What follows belongs to an exercise in optimizing a design on an open flow for a short achievable clock period and few clock cycles; a production flow would make more cautious choices. In this exercise RTL edits were held to simulation tests only and were not proved equivalent to the original. Power is estimated from default activity; no workload was simulated.

alpha:
==> flow/design.v (excerpt) <==
module y86_pipeline (
    input  logic                clock,
    input  logic                reset,
    output y86_pkg::word_t      imem_addr,
    input  logic [79:0]         imem_bytes,
    output y86_pkg::reg_write_t reg_write,
    output y86_pkg::stat_t      stat
);
export LEC_CHECK = 0
export CAP_MARGIN = 50
export CORE_MARGIN = 2
export CORE_UTILIZATION = 45
export PLACE_DENSITY = 0.65
export SLEW_MARGIN = 50
export TNS_END_PERCENT = 100
create_clock -name core_clock -period 9.0 [get_ports {clock}]
standard.sh (not shown) runs the stock make flow with config.mk's settings and CLKGATE_MAP_FILE= SYNTH_SCRIPT=/design/flow/synth_recipe.tcl, a recipe that flattens the netlist after the stock synthesis.
==> flow/flow/run.sh <==
#!/bin/bash
# The standard layout, with slow many-input cells (nor3/nor4/or3/or4 and
# the 311/41/2111 and-or gates) added to the platform's don't-use list, for
# synthesis and for timing repair alike; timing repair aiming at 5.5 ns of
# setup slack; and more rounds of antenna repair after detailed routing.
set -euo pipefail
DU="$(cat flow/dontuse.txt)"
bash standard.sh "DONT_USE_CELLS=$DU" "SETUP_SLACK_MARGIN=5.5" "MAX_REPAIR_ANTENNAS_ITER_DRT=12" finish > standard.log 2>&1
Other scripts of this flow, unchanged in this note and not shown: flow/flow/dontuse.txt
Testbench counts of alpha, summed over its fixed seeds: cycles 41,812.
[inputs] beta vs alpha
Settings: PLACE_DENSITY changed from 0.65 to 0.55; CORE_UTILIZATION changed from 45 to 35.
Findings:
- beta: done, clean on timing, DRC and antenna
- alpha → beta: clock transition at the register clock pins on the worst setup and hold paths after CTS neither gained nor lost much, met2 track demand over resource in global routing shrank by 9.0 points, placement row count shows an increase of 36, final cell count went up by about 8%.
Changes in gamma relative to beta:
Settings: changing CORE_UTILIZATION from 35 to 40; changing PLACE_DENSITY from 0.55 to 0.6.
Notes after the runs:
From beta to gamma the numbers moved as follows: combinational power shows a reduction of about 5.4%, number of non-clock buffers shrank by 46.
Note that the number of filler instances in the final layout recorded for beta amounts to 1.2 times the value seen in gamma.
Changes observed in gamma relative to beta: clock buffer count from CTS now smaller, core utilization now larger.
Row wire length: gamma lower / beta higher
Clock share of power is higher on beta
> inputs changed (gamma -> delta)
Settings: setting SETUP_SLACK_MARGIN to 5 for the first time.
==> flow/flow/run.sh <==
#!/bin/bash
# The standard layout, with slow many-input cells (nor3/nor4/or3/or4 and
# the 311/41/2111 and-or gates) added to the platform's don't-use list, for
# synthesis and for timing repair alike, and more rounds of antenna repair
# after detailed routing.
set -euo pipefail
DU="$(cat flow/dontuse.txt)"
bash standard.sh "DONT_USE_CELLS=$DU" "MAX_REPAIR_ANTENNAS_ITER_DRT=12" finish > standard.log 2>&1
--- outcome ---
Per the comparison of delta with gamma, final critical path time including I/O delays and setup higher, clock buffer and inverter area fraction after layout went up, global-route wire length before repair went down by 0.90%.
Compared delta against gamma; total instance count after detailed placement within noise.
Compared with gamma, delta shows area of the multi-input gates lower by 3.6%.
Delta (delta minus gamma): maximum fanout along the worst path rose by 25, combinational cell power shrank by about 3%.
From gamma to delta, number of buffer cells added on primary ports did not move at all.

* * *

Another version of the RTL of y86_pipeline (not shown whole).
Size: about 18000 cells after synthesis, about 290 I/O pins, ~250000 µm² of cells after synthesis.
## y86_pipeline
module y86_pipeline (
    input  logic                clock,
    input  logic                reset,
    output y86_pkg::word_t      imem_addr,
    input  logic [79:0]         imem_bytes,
    output y86_pkg::reg_write_t reg_write,
    output y86_pkg::stat_t      stat
);
==> flow/config.mk <==
export PLATFORM = sky130hd
export DESIGN_NAME = y86_pipeline
export DESIGN_NICKNAME = y86_pipeline
export VERILOG_FILES = /design/flow/design.v
export SDC_FILE = /design/flow/constraint.sdc
export NUM_CORES = 8
export LEC_CHECK = 0
export CAP_MARGIN = 50
export CORE_MARGIN = 2
export CORE_UTILIZATION = 40
export PLACE_DENSITY = 0.6
export SETUP_SLACK_MARGIN = 5
export SLEW_MARGIN = 50
export TNS_END_PERCENT = 0
==> flow/constraint.sdc <==
create_clock -name core_clock -period 9.0 [get_ports {clock}]
set_input_delay 1.8000 -clock core_clock [delete_from_list [all_inputs] [get_ports {clock}]]
set_output_delay 1.8000 -clock core_clock [all_outputs]
set_load 0.01 [all_outputs]
==> flow/flow/run.sh <==
#!/bin/bash
# The standard layout, with slow many-input cells (nor3/nor4/or3/or4 and
# the 311/41/2111 and-or gates) added to the platform's don't-use list, for
# synthesis and for timing repair alike.
set -euo pipefail
DU="$(cat flow/dontuse.txt)"
bash standard.sh "DONT_USE_CELLS=$DU" finish > standard.log 2>&1
Other scripts of this flow, unchanged in this note and not shown: flow/flow/dontuse.txt
Testbench counts at the start, summed over its fixed seeds: cycles 41,812.
Rerun with:
==> flow/flow/run.sh (replaced) <==
#!/bin/bash
# The standard layout, with slow many-input cells (nor3/nor4/or3/or4 and
# the 311/41/2111 and-or gates) added to the platform's don't-use list, for
# synthesis and for timing repair alike, and more rounds of antenna repair
# after detailed routing.
set -euo pipefail
DU="$(cat flow/dontuse.txt)"
bash standard.sh "DONT_USE_CELLS=$DU" "MAX_REPAIR_ANTENNAS_ITER_DRT=12" finish > standard.log 2>&1
Settings changed: CAP_MARGIN 50 to 20, SLEW_MARGIN 50 to 20, TNS_END_PERCENT 0 to 100.
After rerunning: Maximum frequency rose by a few percent. Via count fell slightly. Global-route usage fell by 0.21 points. Worst setup slack gets better by 0.14 ns. Clock-buffer cell count rises by 16. Clock power came out lower slightly.
Rerun with:
==> flow/flow/run.sh (replaced) <==
#!/bin/bash
# The standard layout, with slow many-input cells (nor3/nor4/or3/or4 and
# the 311/41/2111 and-or gates) added to the platform's don't-use list, for
# synthesis and for timing repair alike.
set -euo pipefail
DU="$(cat flow/dontuse.txt)"
bash standard.sh "DONT_USE_CELLS=$DU" finish > standard.log 2>&1
Settings changed: TNS_END_PERCENT 100 to 0.
The changed run finished clean. Total power fell slightly. Final area fell slightly. First-iteration DRC count rose by a few percent. Wire length rose slightly.

* * *

old:
The RTL this note starts from:
==> flow/design.v <==
package y86_pkg;
    typedef logic [63:0] word_t;
    typedef logic [3:0]  reg_id_t;
    typedef enum logic [2:0] {
        s_bub = 3'h0,
        s_aok = 3'h1,
        s_hlt = 3'h2,
        s_adr = 3'h3,
        s_ins = 3'h4
    } stat_t;
    typedef struct packed {
        reg_id_t dst_e;
        word_t   val_e;
        reg_id_t dst_m;
        word_t   val_m;
    } reg_write_t;
endpackage
module y86_pipeline (
    input  logic                clock,
    input  logic                reset,
    output y86_pkg::word_t      imem_addr,
    input  logic [79:0]         imem_bytes,
    output y86_pkg::reg_write_t reg_write,
    output y86_pkg::stat_t      stat
);
    localparam logic [3:0] RNONE = 4'hf;
    logic [63:0] pc_out;         
    logic [63:0] pc_p1;          
    logic [63:0] rf [15];        
    logic [63:0] dmem [64];      
    logic        cc_zf;          
    logic        cc_lt;
    logic        x_op;           
    logic        x_sub;
    logic        x_and;
    logic        x_xor;
    logic        x_rr;           
    logic        x_mr;           
    logic        x_rm;           
    logic [3:0]  x_ifun;
    logic [3:0]  x_dst;          
    logic [63:0] x_a;            
    logic [63:0] x_aa;           
    logic [63:0] x_b;            
    logic [63:0] x_sd;           
    logic [3:0]  o_dst_e;
    logic [63:0] o_val_e;
    logic [3:0]  o_dst_m;
    logic [63:0] o_val_m;
    logic [2:0]  o_stat;
    assign imem_addr       = pc_out;
    assign reg_write.dst_e = o_dst_e;
    assign reg_write.val_e = o_val_e;
    assign reg_write.dst_m = o_dst_m;
    assign reg_write.val_m = o_val_m;
    assign stat            = y86_pkg::stat_t'(o_stat);
    function automatic logic cond(input logic [3:0] fn, input logic zf, input logic lt);
        case (fn)
            4'd0:    cond = 1'b1;
            4'd1:    cond = lt | zf;
            4'd2:    cond = lt;
            4'd3:    cond = zf;
            4'd4:    cond = !zf;
            4'd5:    cond = !lt;
            4'd6:    cond = !lt && !zf;
            default: cond = 1'b0;
        endcase
    endfunction
    logic [65:0] x_sum;          
    logic [63:0] x_res;
    logic        x_zf;
    logic        x_lt;
    logic [63:0] x_zero_ok;
    logic        x_adr;
    logic [63:0] x_ld;
    logic        x_cnd;
    logic [3:0]  x_wdst;         
    logic [63:0] x_wval;
    assign x_sum = {1'b0, x_b, 1'b1} + {1'b0, x_aa, x_sub};
    always_comb begin
        if (x_and)      x_res = x_b & x_a;
        else if (x_xor) x_res = x_b ^ x_a;
        else            x_res = x_sum[64:1];
    end
    assign x_zero_ok[0] = (x_b[0] ^ x_aa[0]) == x_sub;
    for (genvar i = 1; i < 64; i++) begin : g_zf
        assign x_zero_ok[i] = (x_b[i] ^ x_aa[i]) == (x_b[i-1] | x_aa[i-1]);
    end
    always_comb begin
        if (x_and) begin
            x_zf = (x_b & x_a) == 64'h0;
            x_lt = x_b[63] & x_a[63];
        end else if (x_xor) begin
            x_zf = x_b == x_a;
            x_lt = x_b[63] ^ x_a[63];
        end else begin
            x_zf = &x_zero_ok;
            x_lt = x_b[63] ^ x_aa[63] ^ x_sum[65];
        end
    end
    logic [8:0]  x_lo;
    logic [5:0]  x_idx;
    assign x_lo  = x_a[8:0] + x_b[8:0];
    assign x_idx = x_lo[8:3];
    assign x_adr = (x_mr || x_rm) && (x_sum[64:10] != 55'h0);
    assign x_ld  = dmem[x_idx];
    assign x_cnd  = cond(x_ifun, cc_zf, cc_lt);
    assign x_wdst = (x_rr && !x_cnd) ? RNONE : x_dst;
    assign x_wval = x_mr ? x_ld : x_res;
    logic [3:0]  f_icode;
    logic [3:0]  f_ifun;
    logic [3:0]  f_ra;
    logic [3:0]  f_rb;
    logic        f_halt, f_rr, f_ir, f_rm, f_mr, f_op, f_j, f_bad;
    logic        f_usea;         
    logic        f_useb;         
    logic        f_bypa;         
    logic        f_bypb;
    logic [63:0] f_valc;
    logic [63:0] f_opa;          
    logic [63:0] f_opb;          
    logic [63:0] f_vala;         
    logic        f_zf;
    logic        f_lt;
    logic        f_taken;
    assign f_icode = imem_bytes[7:4];
    assign f_ifun  = imem_bytes[3:0];
    assign f_ra    = imem_bytes[15:12];
    assign f_rb    = imem_bytes[11:8];
    assign f_valc  = imem_bytes[79:16];
    assign f_halt = f_icode == 4'h0;
    assign f_rr   = f_icode == 4'h2;
    assign f_ir   = f_icode == 4'h3;
    assign f_rm   = f_icode == 4'h4;
    assign f_mr   = f_icode == 4'h5;
    assign f_op   = f_icode == 4'h6;
    assign f_j    = f_icode == 4'h7;
    assign f_bad  = f_icode[3];
    assign f_usea = f_rr || f_op;
    assign f_useb = f_op || f_rm || f_mr;
    assign f_bypa = f_ra != RNONE && f_ra == x_wdst;
    assign f_bypb = f_rb != RNONE && f_rb == x_wdst;
    logic [63:0] f_rfa;
    logic [63:0] f_rfb;
    always_comb begin
        f_rfa   = 64'h0;
        f_rfb   = 64'h0;
        for (int i = 0; i < 15; i++) begin
            if (f_ra == 4'(i)) f_rfa = f_rfa | rf[i];
            if (f_rb == 4'(i)) f_rfb = f_rfb | rf[i];
        end
    end
    always_comb begin
        f_vala = f_bypa ? x_wval : f_rfa;
        f_opa  = !f_usea ? f_valc : f_vala;
        f_opb  = !f_useb ? 64'h0 : f_bypb ? x_wval : f_rfb;
    end
    assign f_zf    = x_op ? x_zf : cc_zf;
    assign f_lt    = x_op ? x_lt : cc_lt;
    assign f_taken = f_j && cond(f_ifun, f_zf, f_lt);
    logic [63:0] pc_p2;
    logic [63:0] pc_p3;
    logic [63:0] pc_p9;
    logic [63:0] pc_p10;
    logic [63:0] pc_p11;
    logic [63:0] f_seq;
    logic [63:0] f_seq_p1;
    logic [63:0] f_dest;
    logic [63:0] f_dest_p1;
    assign pc_p2  = pc_p1 + 64'd1;
    assign pc_p3  = pc_p1 + 64'd2;
    assign pc_p9  = pc_p1 + 64'd8;
    assign pc_p10 = pc_p1 + 64'd9;
    assign pc_p11 = pc_p1 + 64'd10;
    always_comb begin
        if (f_rr || f_op) begin
            f_seq = pc_p2;  f_seq_p1 = pc_p3;
        end else if (f_ir || f_rm || f_mr) begin
            f_seq = pc_p10; f_seq_p1 = pc_p11;
        end else if (f_j) begin
            f_seq = pc_p9;  f_seq_p1 = pc_p10;
        end else begin
            f_seq = pc_p1;  f_seq_p1 = pc_p2;
        end
    end
    assign f_dest    = imem_bytes[71:8];
    assign f_dest_p1 = f_dest + 64'd1;
    always_ff @(posedge clock) begin
        if (reset) begin
            pc_out <= 64'h0;
            pc_p1  <= 64'd1;
            cc_zf  <= 1'b1;
            cc_lt  <= 1'b0;
            x_op   <= 1'b0;
            x_sub  <= 1'b0;
            x_and  <= 1'b0;
            x_xor  <= 1'b0;
            x_rr   <= 1'b0;
            x_mr   <= 1'b0;
            x_rm   <= 1'b0;
            x_ifun <= 4'h0;
            x_dst  <= RNONE;
        end else begin
            pc_out <= f_taken ? f_dest : f_seq;
            pc_p1  <= f_taken ? f_dest_p1 : f_seq_p1;
            if (x_op) begin
                cc_zf <= x_zf;
                cc_lt <= x_lt;
            end
            x_op   <= f_op;
            x_sub  <= f_op && f_ifun == 4'h1;
            x_and  <= f_op && f_ifun == 4'h2;
            x_xor  <= f_op && f_ifun == 4'h3;
            x_rr   <= f_rr;
            x_mr   <= f_mr;
            x_rm   <= f_rm;
            x_ifun <= f_ifun;
            x_dst  <= (f_rr || f_ir || f_op) ? f_rb : (f_mr ? f_ra : RNONE);
        end
    end
    always_ff @(posedge clock) begin
        x_a   <= f_opa;
        x_aa  <= (f_op && f_ifun == 4'h1) ? ~f_opa : f_opa;
        x_b   <= f_opb;
        x_sd  <= f_vala;
    end
    always_ff @(posedge clock) begin
        if (reset) begin
            for (int i = 0; i < 15; i++) rf[i] <= 64'h0;
        end else if (x_wdst != RNONE) begin
            rf[x_wdst] <= x_wval;
        end
    end
    always_ff @(posedge clock) begin
        if (x_rm) dmem[x_idx] <= x_sd;
    end
    always_ff @(posedge clock) begin
        if (reset) begin
            o_stat  <= 3'd1;
            o_dst_e <= RNONE;
            o_dst_m <= RNONE;
        end else if (o_stat != 3'd1) begin
            o_dst_e <= RNONE;
            o_dst_m <= RNONE;
        end else begin
            o_dst_e <= x_mr ? RNONE : x_wdst;
            o_dst_m <= (x_mr && !x_adr) ? x_dst : RNONE;
            if (x_adr)       o_stat <= 3'd3;
            else if (f_bad)  o_stat <= 3'd4;
            else if (f_halt) o_stat <= 3'd2;
        end
    end
    always_ff @(posedge clock) begin
        o_val_e <= x_res;
        o_val_m <= x_ld;
    end
endmodule
Settings: LEC_CHECK=0, CAP_MARGIN=20, CORE_MARGIN=2, CORE_UTILIZATION=40, PLACE_DENSITY=0.6, SETUP_SLACK_MARGIN=5, SLEW_MARGIN=20; clock period 9.0 ns.
run.sh (not shown) runs the stock make flow with config.mk's settings and CLKGATE_MAP_FILE= SYNTH_SCRIPT=/design/flow/synth_recipe.tcl, a recipe that flattens the netlist after the stock synthesis.
Stock flow here: none of the scripts above is used.
Nothing crashed in old and all stages finished; the problem is that the final layout failed, the offending checks being max-capacitance violations, max-slew violations.
Testbench counts of old, summed over its fixed seeds: cycles 41,216.
What new does differently from old at the input level:
# old
export LEC_CHECK = 0
export CAP_MARGIN = 20
export CORE_MARGIN = 2
export CORE_UTILIZATION = 40
export PLACE_DENSITY = 0.6
export SETUP_SLACK_MARGIN = 5
export SLEW_MARGIN = 20
create_clock -name core_clock -period 9.0 [get_ports {clock}]
# new
export LEC_CHECK = 0
export CAP_MARGIN = 20
export CORE_MARGIN = 2
export CORE_UTILIZATION = 40
export PLACE_DENSITY = 0.6
export SETUP_SLACK_MARGIN = 5
export SLEW_MARGIN = 20
export TNS_END_PERCENT = 0
create_clock -name core_clock -period 9.0 [get_ports {clock}]
- new ended with every stage complete and zero timing, DRC or antenna violations.
- Final design area excluding fillers ended up 9.3% lower on new than on old.
- Between old and new, the total power of the final layout is higher for old.
- Compared with old, in new clock skew ~0 delta, path length in cells of the critical path -10, routed wire length -8.3%.
- Comparing old and new, the higher global-route total usage across every layer was measured on old.

-- re-timing with driven ports --
Ports are ideal in the flow. The routed layouts listed here were re-timed in OpenROAD. Step 1 sets driving cells, clkbuf_16 on the clock port and buf_2 on the other inputs (assumed; they add their load-dependent delay and slew). Step 2, shift: input delay + t, output delay - t, t = (earliest + latest rising clock arrival at the registers) / 2. This alone moves slack from input paths to output paths. a / b / c = no drivers / after step 1 / after step 2; a / b = the first two.
| run | t, ns | setup WS [ns] | worst setup path after step 2 | clock arrival spread, ns |
|---|---|---|---|---|
| alpha | 1.285 | 4.910 / 4.910 / 4.164 | input to register | 0.137 / 0.136 |
| beta | 1.284 | 4.819 / 4.819 / 4.195 | input to register | 0.172 / 0.171 |
| gamma | 1.255 | 5.121 / 5.121 / 4.220 | input to register | 0.104 / 0.104 |
| delta | 1.301 | 4.851 / 4.851 / 3.699 | input to register | 0.124 / 0.124 |
| the first run of note 2 | 1.258 | 4.688 / 4.566 / 3.579 | input to register | 0.116 / 0.116 |
| the second run of note 2 | 1.264 | 4.829 / 4.829 / 3.677 | input to register | 0.139 / 0.138 |
| the third run of note 2 | 1.270 | 4.624 / 4.499 / 3.432 | input to register | 0.132 / 0.132 |
| old | 1.266 | 4.001 / 4.001 / 2.942 | input to register | 0.108 / 0.108 |
| new | 1.240 | 4.201 / 4.294 / 3.054 | input to register | 0.088 / 0.088 |
For the third run of note 2, which loses most, drivers alone change the setup slack by -0.125 ns; drivers and shift together by -1.192 ns.
